Background: an optimization exercise with open tools, aiming at small area and a short achievable clock period. Do not read the settings as production practice.
Only simulation tests tie the RTL to the original design; equivalence was not proved.
Power is estimated from default activity; no workload was simulated.

## the previous run
## rv32i_core
module rv32i_core (
    input  logic                 clk,
    input  logic                 reset,
    input  rv32i_pkg::word_t     inst,
    input  logic                 inst_valid,
    output logic                 wb_valid,
    output rv32i_pkg::reg_addr_t wb_rd,
    output rv32i_pkg::word_t     wb_result,
    output rv32i_pkg::word_t     ex_result
);
    logic             dec_ok, use_a, use_b, inv_b, sra;
    logic             s_add, s_p, s_g, s_sl, s_sr, s_lt, lt_signed;
    rv32i_pkg::word_t imm;
    logic                 ex_valid;
    rv32i_pkg::reg_addr_t ex_rd;
    rv32i_pkg::word_t     ex_p, ex_g;
    logic                 ex_inv_b, ex_fill;
    logic                 ex_s_add, ex_s_p, ex_s_g, ex_s_sl, ex_s_sr, ex_s_lt, ex_lt_signed;
    logic [31:1]      sel_a, sel_b;
    logic             fwd_a, fwd_b;
    rv32i_pkg::word_t rd_a, rd_b, op_a, op_b, op_bx, op_a_rev, sh_in, sh_pre;
    logic             sh_fill;
    logic [31:1]      ex_hit;
    logic [3:0]       ex_sh;
    always_comb begin
        for (int i = 1; i < 32; i++)
            ex_hit[i] = ex_valid && (ex_rd == i);
    end
    decode_stage decode_inst (
        .inst(inst),
        .ok(dec_ok),
        .use_a(use_a),
        .use_b(use_b),
        .imm(imm),
        .inv_b(inv_b),
        .s_add(s_add),
        .s_p(s_p),
        .s_g(s_g),
        .s_sl(s_sl),
        .s_sr(s_sr),
        .s_lt(s_lt),
        .lt_signed(lt_signed),
        .sra(sra)
    );
    forwarding_unit fwd_a_inst (
        .src(inst[19:15]),
        .ex_hit(ex_hit),
        .sel_reg(sel_a),
        .sel_ex(fwd_a)
    );
    forwarding_unit fwd_b_inst (
        .src(inst[24:20]),
        .ex_hit(ex_hit),
        .sel_reg(sel_b),
        .sel_ex(fwd_b)
    );
    register_file register_file_inst (
        .clk(clk),
        .reset(reset),
        .sel_a(sel_a),
        .sel_b(sel_b),
        .rd_a(rd_a),
        .rd_b(rd_b),
        .wr_en(ex_hit),
        .wr_data(ex_result)
    );
    assign op_a = {32{use_a}} & (rd_a | ({32{fwd_a}} & ex_result));
  ...
Size in the first run: about 3500 cells after synthesis, about 1100 flip-flops, ~110 I/O pins, ~0.050 sq mm of cells after synthesis.
==> module execute_stage, before the edit <==
module execute_stage (
    input  rv32i_pkg::word_t p,       
    input  rv32i_pkg::word_t g,       
    input  logic             cin,
    input  logic [3:0]       sh,      
    input  logic             fill,    
    input  logic             s_add,
    input  logic             s_p,
    input  logic             s_g,
    input  logic             s_sl,
    input  logic             s_sr,
    input  logic             s_lt,
    input  logic             lt_signed,
    output rv32i_pkg::word_t result
);
    rv32i_pkg::word_t sum, shr, shl, sh1, sh2, sh3, sh4;
    logic [32:0] gx [0:6];
    logic [32:0] px [0:6];
    logic        cout, lt;
    always_comb begin
        gx[0] = {g, cin};
        px[0] = {p, 1'b0};
        for (int l = 0; l < 6; l++) begin
            for (int i = 0; i < 33; i++) begin
                if (i >= (1 << l)) begin
                    gx[l+1][i] = gx[l][i] | (px[l][i] & gx[l][i - (1 << l)]);
                    px[l+1][i] = px[l][i] & px[l][i - (1 << l)];
                end else begin
                    gx[l+1][i] = gx[l][i];
                    px[l+1][i] = px[l][i];
                end
            end
        end
    end
    assign sum  = p ^ gx[6][31:0];
    assign cout = gx[6][32];
    assign lt = (lt_signed ? p[31] : 1'b1) ^ cout;
    assign sh1 = p;
    assign sh2 = sh[3] ? {{8{fill}},  sh1[31:8]}  : sh1;
    assign sh3 = sh[2] ? {{4{fill}},  sh2[31:4]}  : sh2;
    assign sh4 = sh[1] ? {{2{fill}},  sh3[31:2]}  : sh3;
    assign shr = sh[0] ? {fill,       sh4[31:1]}  : sh4;
    always_comb begin
        for (int i = 0; i < 32; i++)
            shl[i] = shr[31-i];
    end
    assign result = ({32{s_add}} & sum) |
                    ({32{s_p}}   & p)   |
                    ({32{s_g}}   & g)   |
                    ({32{s_sr}}  & shr) |
                    ({32{s_sl}}  & shl) |
                    {31'b0, s_lt & lt};
endmodule
==> module rv32i_core, before the edit <==
module rv32i_core (
    input  logic                 clk,
    input  logic                 reset,
    input  rv32i_pkg::word_t     inst,
    input  logic                 inst_valid,
    output logic                 wb_valid,
    output rv32i_pkg::reg_addr_t wb_rd,
    output rv32i_pkg::word_t     wb_result,
    output rv32i_pkg::word_t     ex_result
);
    logic             dec_ok, use_a, use_b, inv_b, sra;
    logic             s_add, s_p, s_g, s_sl, s_sr, s_lt, lt_signed;
    rv32i_pkg::word_t imm;
    logic                 ex_valid;
    rv32i_pkg::reg_addr_t ex_rd;
    rv32i_pkg::word_t     ex_p, ex_g;
    logic                 ex_inv_b, ex_fill;
    logic                 ex_s_add, ex_s_p, ex_s_g, ex_s_sl, ex_s_sr, ex_s_lt, ex_lt_signed;
    logic [31:1]      sel_a, sel_b;
    logic             fwd_a, fwd_b;
    rv32i_pkg::word_t rd_a, rd_b, op_a, op_b, op_bx, op_a_rev, sh_in, sh_pre;
    logic             sh_fill;
    logic [31:1]      ex_hit;
    logic [3:0]       ex_sh;
    always_comb begin
        for (int i = 1; i < 32; i++)
            ex_hit[i] = ex_valid && (ex_rd == i);
    end
    decode_stage decode_inst (
        .inst(inst),
        .ok(dec_ok),
        .use_a(use_a),
        .use_b(use_b),
        .imm(imm),
        .inv_b(inv_b),
        .s_add(s_add),
        .s_p(s_p),
        .s_g(s_g),
        .s_sl(s_sl),
        .s_sr(s_sr),
        .s_lt(s_lt),
        .lt_signed(lt_signed),
        .sra(sra)
    );
    forwarding_unit fwd_a_inst (
        .src(inst[19:15]),
        .ex_hit(ex_hit),
        .sel_reg(sel_a),
        .sel_ex(fwd_a)
    );
    forwarding_unit fwd_b_inst (
        .src(inst[24:20]),
        .ex_hit(ex_hit),
        .sel_reg(sel_b),
        .sel_ex(fwd_b)
    );
    register_file register_file_inst (
        .clk(clk),
        .reset(reset),
        .sel_a(sel_a),
        .sel_b(sel_b),
        .rd_a(rd_a),
        .rd_b(rd_b),
        .wr_en(ex_hit),
        .wr_data(ex_result)
    );
    assign op_a = {32{use_a}} & (rd_a | ({32{fwd_a}} & ex_result));
    assign op_b = use_b ? (rd_b | ({32{fwd_b}} & ex_result)) : imm;
    assign op_bx = inv_b ? ~op_b : op_b;
    always_comb begin
        for (int i = 0; i < 32; i++)
            op_a_rev[i] = op_a[31-i];
    end
    assign sh_fill = s_sr && sra && op_a[31];
    assign sh_in   = s_sl ? op_a_rev : op_a;
    assign sh_pre  = op_b[4] ? {{16{sh_fill}}, sh_in[31:16]} : sh_in;
    always_ff @(posedge clk) begin
        if (reset)
            ex_valid <= 1'b0;
        else
            ex_valid <= inst_valid && dec_ok;
    end
    always_ff @(posedge clk) begin
        ex_rd    <= inst[11:7];
        ex_p     <= (s_sl || s_sr) ? sh_pre : (op_a ^ op_bx);
        ex_g     <= op_a & op_bx;
        ex_inv_b <= inv_b;
        ex_sh    <= (s_sl || s_sr) ? op_b[3:0] : 4'b0;
        ex_fill  <= sh_fill;
        ex_s_add <= s_add;
        ex_s_p   <= s_p;
        ex_s_g   <= s_g;
        ex_s_sl  <= s_sl;
        ex_s_sr  <= s_sr;
        ex_s_lt  <= s_lt;
        ex_lt_signed <= lt_signed;
    end
    execute_stage execute_inst (
        .p(ex_p),
        .g(ex_g),
        .cin(ex_inv_b),
        .sh(ex_sh),
        .fill(ex_fill),
        .s_add(ex_s_add),
        .s_p(ex_s_p),
        .s_g(ex_s_g),
        .s_sl(ex_s_sl),
        .s_sr(ex_s_sr),
        .s_lt(ex_s_lt),
        .lt_signed(ex_lt_signed),
        .result(ex_result)
    );
    always_ff @(posedge clk) begin
        if (reset)
            wb_valid <= 1'b0;
        else
            wb_valid <= ex_valid;
    end
    always_ff @(posedge clk) begin
        wb_rd     <= ex_rd;
        wb_result <= ex_result;
    end
endmodule
==> flow/config.mk <==
export PLATFORM = sky130hd
export DESIGN_NAME = rv32i_core
export DESIGN_NICKNAME = rv32i_core
export VERILOG_FILES = /design/flow/design.v
export SDC_FILE = /design/flow/constraint.sdc
export NUM_CORES = 4
export LEC_CHECK = 0
export CAP_MARGIN = 20
export CELL_PAD_IN_SITES_DETAIL_PLACEMENT = 1
export CELL_PAD_IN_SITES_GLOBAL_PLACEMENT = 2
export CORE_MARGIN = 2
export CORE_UTILIZATION = 30
export PLACE_DENSITY = 0.5
export SETUP_SLACK_MARGIN = 4
export SLEW_MARGIN = 20
export SYNTH_HIERARCHICAL = 1
export SYNTH_MINIMUM_KEEP_SIZE = 0
==> flow/constraint.sdc <==
create_clock -name core_clock -period 8.5 [get_ports {clk}]
set_input_delay 1.7000 -clock core_clock [delete_from_list [all_inputs] [get_ports {clk}]]
set_output_delay 1.7000 -clock core_clock [all_outputs]
set_load 0.01 [all_outputs]
standard.sh (not shown) runs the stock make flow with config.mk's settings and CLKGATE_MAP_FILE= SYNTH_SCRIPT=/design/flow/synth_recipe.tcl, a recipe that flattens the netlist after the stock synthesis.
==> flow/flow/run.sh <==
#!/bin/bash
set -euo pipefail
here=$(pwd)
bash standard.sh \
  "BUFFER_PORTS_ARGS=-buffer_cell sky130_fd_sc_hd__buf_4" \
  "FASTROUTE_TCL=$here/flow/fastroute.tcl" \
  "CTS_ARGS=-sink_clustering_enable -repair_clock_nets -sink_clustering_size 20 -sink_clustering_max_diameter 80 -buf_list sky130_fd_sc_hd__clkbuf_16 -dont_use_dummy_load" \
  finish > standard.log 2>&1
==> flow/flow/fastroute.tcl <==
# Global routing layers and capacity derating. met1 and met2 carry most pin
# access, so they are derated more than the platform's flat 0.2, which pushes
# longer routes up to met3 and met4 and leaves room for the detailed router.
set_global_routing_layer_adjustment met1 0.45
set_global_routing_layer_adjustment met2 0.35
set_global_routing_layer_adjustment met3-$::env(MAX_ROUTING_LAYER) 0.2

set_routing_layers -clock $::env(MIN_CLK_ROUTING_LAYER)-$::env(MAX_ROUTING_LAYER)
set_routing_layers -signal $::env(MIN_ROUTING_LAYER)-$::env(MAX_ROUTING_LAYER)
Input changes introduced in the current run (baseline for comparison: the previous run):
--- a/flow/design.v
+++ b/flow/design.v
@@ -144,58 +144,67 @@
 `timescale 1ns/1ns
 module execute_stage (
     input  rv32i_pkg::word_t p,       
     input  rv32i_pkg::word_t g,       
     input  logic             cin,
-    input  logic [3:0]       sh,      
+    input  logic [4:0]       sh,      
     input  logic             fill,    
     input  logic             s_add,
     input  logic             s_p,
     input  logic             s_g,
     input  logic             s_sl,
     input  logic             s_sr,
     input  logic             s_lt,
     input  logic             lt_signed,
     output rv32i_pkg::word_t result
 );
-    rv32i_pkg::word_t sum, shr, shl, sh1, sh2, sh3, sh4;
-    logic [32:0] gx [0:6];
-    logic [32:0] px [0:6];
+    rv32i_pkg::word_t shr, shl, sh1, sh2, sh3, sh4, carry, early_0, early_1;
+    logic [31:0] gx [0:5];
+    logic [31:0] px [0:5];
     logic        cout, lt;
     always_comb begin
-        gx[0] = {g, cin};
-        px[0] = {p, 1'b0};
-        for (int l = 0; l < 6; l++) begin
-            for (int i = 0; i < 33; i++) begin
+        gx[0] = g;
+        px[0] = p;
+        for (int l = 0; l < 5; l++) begin
+            for (int i = 0; i < 32; i++) begin
                 if (i >= (1 << l)) begin
                     gx[l+1][i] = gx[l][i] | (px[l][i] & gx[l][i - (1 << l)]);
                     px[l+1][i] = px[l][i] & px[l][i - (1 << l)];
                 end else begin
                     gx[l+1][i] = gx[l][i];
                     px[l+1][i] = px[l][i];
                 end
             end
         end
     end
-    assign sum  = p ^ gx[6][31:0];
-    assign cout = gx[6][32];
+    assign carry = {gx[5][30:0], cin};
+    assign cout  = gx[5][31];
     assign lt = (lt_signed ? p[31] : 1'b1) ^ cout;
-    assign sh1 = p;
+    assign sh1 = sh[4] ? {{16{fill}}, p[31:16]}   : p;
     assign sh2 = sh[3] ? {{8{fill}},  sh1[31:8]}  : sh1;
     assign sh3 = sh[2] ? {{4{fill}},  sh2[31:4]}  : sh2;
     assign sh4 = sh[1] ? {{2{fill}},  sh3[31:2]}  : sh3;
     assign shr = sh[0] ? {fill,       sh4[31:1]}  : sh4;
     always_comb begin
         for (int i = 0; i < 32; i++)
             shl[i] = shr[31-i];
     end
-    assign result = ({32{s_add}} & sum) |
-                    ({32{s_p}}   & p)   |
-                    ({32{s_g}}   & g)   |
-                    ({32{s_sr}}  & shr) |
-                    ({32{s_sl}}  & shl) |
-                    {31'b0, s_lt & lt};
+    assign early_0 = ({32{s_add}} & p)  |
+                     ({32{s_p}}   & p)  |
+                     ({32{s_g}}   & g)  |
+                     ({32{s_sr}}  & shr) |
+                     ({32{s_sl}}  & shl);
+    assign early_1 = ({32{s_add}} & ~p) |
+                     ({32{s_p}}   & p)  |
+                     ({32{s_g}}   & g)  |
+                     ({32{s_sr}}  & shr) |
+                     ({32{s_sl}}  & shl);
+    always_comb begin
+        for (int i = 0; i < 32; i++)
+            result[i] = carry[i] ? early_1[i] : early_0[i];
+        result[0] = result[0] | (s_lt & lt);
+    end
 endmodule
 `timescale 1ns/1ns
 module rv32i_core (
     input  logic                 clk,
     input  logic                 reset,
@@ -214,14 +223,13 @@
     rv32i_pkg::word_t     ex_p, ex_g;
     logic                 ex_inv_b, ex_fill;
     logic                 ex_s_add, ex_s_p, ex_s_g, ex_s_sl, ex_s_sr, ex_s_lt, ex_lt_signed;
     logic [31:1]      sel_a, sel_b;
     logic             fwd_a, fwd_b;
-    rv32i_pkg::word_t rd_a, rd_b, op_a, op_b, op_bx, op_a_rev, sh_in, sh_pre;
-    logic             sh_fill;
+    rv32i_pkg::word_t rd_a, rd_b, op_a, op_b, op_bx, op_a_rev;
     logic [31:1]      ex_hit;
-    logic [3:0]       ex_sh;
+    logic [4:0]       ex_sh;
     always_comb begin
         for (int i = 1; i < 32; i++)
             ex_hit[i] = ex_valid && (ex_rd == i);
     end
     decode_stage decode_inst (
@@ -267,26 +275,23 @@
     assign op_bx = inv_b ? ~op_b : op_b;
     always_comb begin
         for (int i = 0; i < 32; i++)
             op_a_rev[i] = op_a[31-i];
     end
-    assign sh_fill = s_sr && sra && op_a[31];
-    assign sh_in   = s_sl ? op_a_rev : op_a;
-    assign sh_pre  = op_b[4] ? {{16{sh_fill}}, sh_in[31:16]} : sh_in;
     always_ff @(posedge clk) begin
         if (reset)
             ex_valid <= 1'b0;
         else
             ex_valid <= inst_valid && dec_ok;
     end
     always_ff @(posedge clk) begin
         ex_rd    <= inst[11:7];
-        ex_p     <= (s_sl || s_sr) ? sh_pre : (op_a ^ op_bx);
-        ex_g     <= op_a & op_bx;
+        ex_p     <= s_sl ? op_a_rev : s_sr ? op_a : (op_a ^ op_bx);
+        ex_g     <= (op_a & op_bx) | {31'b0, (op_a[0] ^ op_bx[0]) & inv_b};
         ex_inv_b <= inv_b;
-        ex_sh    <= (s_sl || s_sr) ? op_b[3:0] : 4'b0;
-        ex_fill  <= sh_fill;
+        ex_sh    <= (s_sl || s_sr) ? op_b[4:0] : 5'b0;
+        ex_fill  <= s_sr && sra && op_a[31];
         ex_s_add <= s_add;
         ex_s_p   <= s_p;
         ex_s_g   <= s_g;
         ex_s_sl  <= s_sl;
         ex_s_sr  <= s_sr;
==> comparison <==
- The complex-gate fraction of the synthesized area of the current run falls short of that of the previous run by 0.54 points.
- The current run against the previous run: power now smaller, number of enable flip-flop cells after synthesis level.
- Fraction of the cycle the final worst path needs (the current run over the previous run): increase, 0.79 points
- Between the current run and the previous run, it is the current run whose final routed wirelength across all metal layers is lower, by 12000 um.
- As far as setup total negative slack goes, the previous run and the current run are indistinguishable; the numbers are identical.
- The current run ended up with fewer standard cells than the previous run.
- The current run ended with less width of the die than the previous run.
- The previous run → the current run: first-pass iteration count of the detailed router has increased, detailed route wirelength on metal3 dropped 3.2%, via count of the first global-routing pass lost about 1.7%, non-clock buffer count in the final layout lost about 17%.
- No stage failed in the current run, and the final checks on the layout all came back clean.

[what the ideal ports hide]
In the flow no input, the clock included, has a driving cell. The finished layouts below were timed again as built, in two steps.
Step 1 (the two cells are an assumption about what drives the block):
set clk [get_ports {clk}]
set_driving_cell -lib_cell sky130_fd_sc_hd__clkbuf_16 $clk
set_driving_cell -lib_cell sky130_fd_sc_hd__buf_2 [delete_from_list [all_inputs] $clk]
Step 2 also shifts input and output timing later by t, the mid clock arrival at the registers, as if the neighbouring blocks saw the same clock.
a / b / c = ideal ports / drivers / drivers and shift; a / b = the first two.
run	t (ns)	slack for setup (ns)	latest minus earliest clock arrival (ns)	worst register clock-pin slew, ns
the previous run	0.792	3.456 / 3.373 / 2.907	0.100 / 0.100	0.09 / 0.09
the current run	0.762	3.389 / 3.313 / 3.088	0.068 / 0.068	0.09 / 0.09
After both steps setup and hold are still met in every run listed. The setup slack of the previous run, which loses most, moves by -0.083 ns with the drivers and by -0.549 ns with both steps.
